Background: an optimization exercise with open tools, aiming at small area. Do not read the settings as production practice. Function was checked by simulation only, so behaviour that the tests miss may differ from the original. Power is estimated from default activity; no workload was simulated.

job 5328:
## sdReader
module sdReader #(
    parameter int clkDiv    = 2,
    parameter int bitCycles = 2,
    parameter int dumpWords = 128
) (
    input  logic clk,
    input  logic rstN,
    output logic sdClk,
    output logic sdMosi,
    input  logic sdMiso,
    output logic sdCs,
    input  logic dump,
    output logic uartTx,
    output logic ready,
    output logic error
);
    sdPkg::seqState_t state;
    sdPkg::phase_t    phase;
    logic       div;         
    logic [7:0] cnt;         
    logic [31:0] rxs;        
    logic [7:0] rx;          
    logic [8:0] byteCnt;     
    logic [6:0] label;       
    logic [31:0] nextWord;   
    logic       nextOk;      
    logic       ins;         
    logic       cap, load, rxShift, dumpShift;
    logic [6:0] capWord, capSlot;
    logic       active;      
    logic       timer;
    logic [3:0] bitIdx;      
    logic [31:0] tapA, tapB;
    logic [7:0] cntDec;
    logic       frameBit;
    logic [7:0] rxBits;
    logic       wrByte;
    logic       txBit;
    assign ready  = (state == sdPkg::SEQ_READY);
    assign error  = (state == sdPkg::SEQ_ERROR);
    assign cntDec = cnt - 8'd1;
    always_comb begin
        case (state)
            sdPkg::SEQ_CMD8: rxBits = 8'd40;
            sdPkg::SEQ_WORD: rxBits = 8'd32;
            sdPkg::SEQ_CRC:  rxBits = 8'd16;
            default:         rxBits = 8'd8;
        endcase
    end
    always_comb begin
        case (state)
            sdPkg::SEQ_CMD8:   frameBit = sdPkg::CMD8_FRAME[cntDec[5:0]];
            sdPkg::SEQ_CMD55:  frameBit = sdPkg::CMD55_FRAME[cntDec[5:0]];
            sdPkg::SEQ_ACMD41: frameBit = sdPkg::ACMD41_FRAME[cntDec[5:0]];
            sdPkg::SEQ_CMD16:  frameBit = sdPkg::CMD16_FRAME[cntDec[5:0]];
            sdPkg::SEQ_CMD17:  frameBit = sdPkg::CMD17_FRAME[cntDec[5:0]];
  ...
clock: 10.0 ns
lec_check: 0
cap_margin: 20
core_margin: 2
core_utilization: 50
cts_buf_list: sky130_fd_sc_hd__clkbuf_8
cts_cluster_diameter: 50
cts_cluster_size: 20
place_density: 0.6
slew_margin: 20
standard.sh (not shown) runs the stock make flow with config.mk's settings and CLKGATE_MAP_FILE= SYNTH_SCRIPT=/design/flow/synth_recipe.tcl, a recipe that flattens the netlist after the stock synthesis.
==> flow/flow/run.sh <==
#!/bin/bash
# Standard layout, but clock tree synthesis without dummy loads.
set -euo pipefail
export CTS_ARGS="-sink_clustering_enable -repair_clock_nets -dont_use_dummy_load -buf_list sky130_fd_sc_hd__clkbuf_8 -sink_clustering_size 22 -sink_clustering_max_diameter 50"
bash standard.sh > flow.log 2>&1
[inputs] job 3407 vs job 5328
==> flow/run.sh (new file) <==
#!/bin/bash
# synth_recipe.tcl (not shown) runs the flow's synth.tcl, then flattens the netlist and writes it again
# the make line also repeats each setting of config.mk as NAME=value (left out here)
make -C /OpenROAD-flow-scripts/flow DESIGN_CONFIG=/design/flow/config.mk WORK_HOME=/design/flow/orfs CLKGATE_MAP_FILE= SYNTH_SCRIPT=/design/flow/synth_recipe.tcl finish
removed: flow/flow/run.sh
removed: flow/standard.sh
==> notes.md <==
- Per the final summary, job 3407 finished and its layout is clean on timing, DRC and antenna.
- [compare] base=job 5328 new=job 3407: smallest setup slack after layout went down by 140 ps; fraction of area in registers lost 0.71 points; utilization rose 0.43 points; count of filler cells inserted in the layout decreased 0.35%; reg-to-reg setup timing slack now larger.
Input-level comparison between job 8849 and job 3407:
- PLACE_DENSITY now 0.7, was 0.6
- CTS_CLUSTER_SIZE now 22, was 20
- CORE_UTILIZATION now 60, was 50
Findings:
Per the final summary, job 8849 finished and its layout is clean on timing, DRC and antenna.
Looking at worst hold margin across job 8849 and job 3407, the one that comes out higher is job 8849.
Looking at estimated wirelength of the detail-placed design, job 8849 sits 1.9 mm higher than job 3407 does.
Per the comparison of job 8849 with job 3407, count of unique library cells instantiated by Yosys about even, share of the final layout cell area in multi-input gates barely changed.
Inputs modified between job 8849 and job 1858:
- a change of CORE_UTILIZATION from 60 to 50
- a change of CTS_CLUSTER_SIZE from 22 to 20
- a change of PLACE_DENSITY from 0.7 to 0.6
==> flow/flow/run.sh (new file) <==
#!/bin/bash
# Standard layout, but clock tree synthesis without dummy loads.
set -euo pipefail
export CTS_ARGS="-sink_clustering_enable -repair_clock_nets -dont_use_dummy_load -buf_list sky130_fd_sc_hd__clkbuf_8 -sink_clustering_size 20 -sink_clustering_max_diameter 50"
bash standard.sh > flow.log 2>&1
==> flow/standard.sh (new file) <==
#!/bin/bash
# synth_recipe.tcl (not shown) runs the flow's synth.tcl, then flattens the netlist and writes it again
# the make line also repeats each setting of config.mk as NAME=value (left out here)
make -C /OpenROAD-flow-scripts/flow DESIGN_CONFIG=/design/flow/config.mk WORK_HOME=/design/flow/orfs CLKGATE_MAP_FILE= SYNTH_SCRIPT=/design/flow/synth_recipe.tcl "${@:-finish}"
removed: flow/run.sh
[summary]
Share of total power in combinational logic of job 1858 is on par with job 8849. Delta (job 1858 minus job 8849): multi-input combinational cell area flat; wire length reported by the detailed router lower; worst path buffer plus inverter count increased by 1 relative to the old numbers; clock period minus worst slack picked up an extra 23 ps; count of clock-buffer cells in the layout +10.


job 5294:
sdReader, a different RTL version from the one above (not shown whole).
For scale: roughly 4,800 cells after synthesis, ~4,300 flip-flops, about 91,000 sq um of cells after synthesis.
export LEC_CHECK = 0
export CAP_MARGIN = 20
export CORE_MARGIN = 2
export CORE_UTILIZATION = 50
export CTS_BUF_LIST = sky130_fd_sc_hd__clkbuf_16
export CTS_CLUSTER_DIAMETER = 60
export CTS_CLUSTER_SIZE = 28
export PLACE_DENSITY = 0.6
export SLEW_MARGIN = 20
create_clock -name core_clock -period 10.0 [get_ports {clk}]
run.sh (not shown) runs the stock make flow with config.mk's settings and CLKGATE_MAP_FILE= SYNTH_SCRIPT=/design/flow/synth_recipe.tcl, a recipe that flattens the netlist after the stock synthesis.
Stock flow here: none of the scripts above is used.
Edits applied to the flow inputs when going from job 5294 to job 1911:
# job 5294
export LEC_CHECK = 0
export CAP_MARGIN = 20
export CORE_MARGIN = 2
export CORE_UTILIZATION = 50
export CTS_BUF_LIST = sky130_fd_sc_hd__clkbuf_16
export CTS_CLUSTER_DIAMETER = 60
export CTS_CLUSTER_SIZE = 28
export PLACE_DENSITY = 0.6
export SLEW_MARGIN = 20
create_clock -name core_clock -period 10.0 [get_ports {clk}]
# job 1911
export LEC_CHECK = 0
export CAP_MARGIN = 20
export CORE_MARGIN = 2
export CORE_UTILIZATION = 50
export PLACE_DENSITY = 0.6
export SLEW_MARGIN = 20
create_clock -name core_clock -period 10.0 [get_ports {clk}]
Notes after the runs:
- Taking job 5294 as the reference point, the H-tree depth of job 1911 rises by 1.
- Going from job 5294 to job 1911, post-route worst setup slack went down 0.072 ns; number of clock buffers in the layout went up about 180%; final area went up 7200 sq um.
- Between job 1911 and job 5294, it is job 1911 whose arrival time reported for the critical path endpoint is higher, by 0.07 ns.

static timing again, ports no longer ideal:
The results above use ideal ports. As a check the final layouts listed here were re-extracted and re-timed, cells and wires unchanged.
Step 1 assumes that a clkbuf_16 drives the clock port and a buf_2 every other input.
Step 2, shift: input delay + t, output delay - t, t = (earliest + latest rising clock arrival at the registers) / 2. This alone moves slack from input paths to output paths.
a / b / c = ideal ports / drivers / drivers and shift; a / b = the first two.
run | t, ns | slack for setup (ns) | worst setup path after step 2
job 5328 | 0.987 | 5.042 / 4.969 / 5.244 | register to register
job 3407 | 1.063 | 4.900 / 4.826 / 5.256 | register to register
job 8849 | 1.000 | 5.038 / 4.969 / 5.576 | register to register
job 1858 | 0.994 | 5.015 / 4.941 / 5.262 | register to register
job 5294 | 0.871 | 5.307 / 5.233 / 5.806 | register to register
job 1911 | 0.958 | 5.235 / 5.162 / 5.786 | input to register
After both steps setup and hold are still met in every run listed.
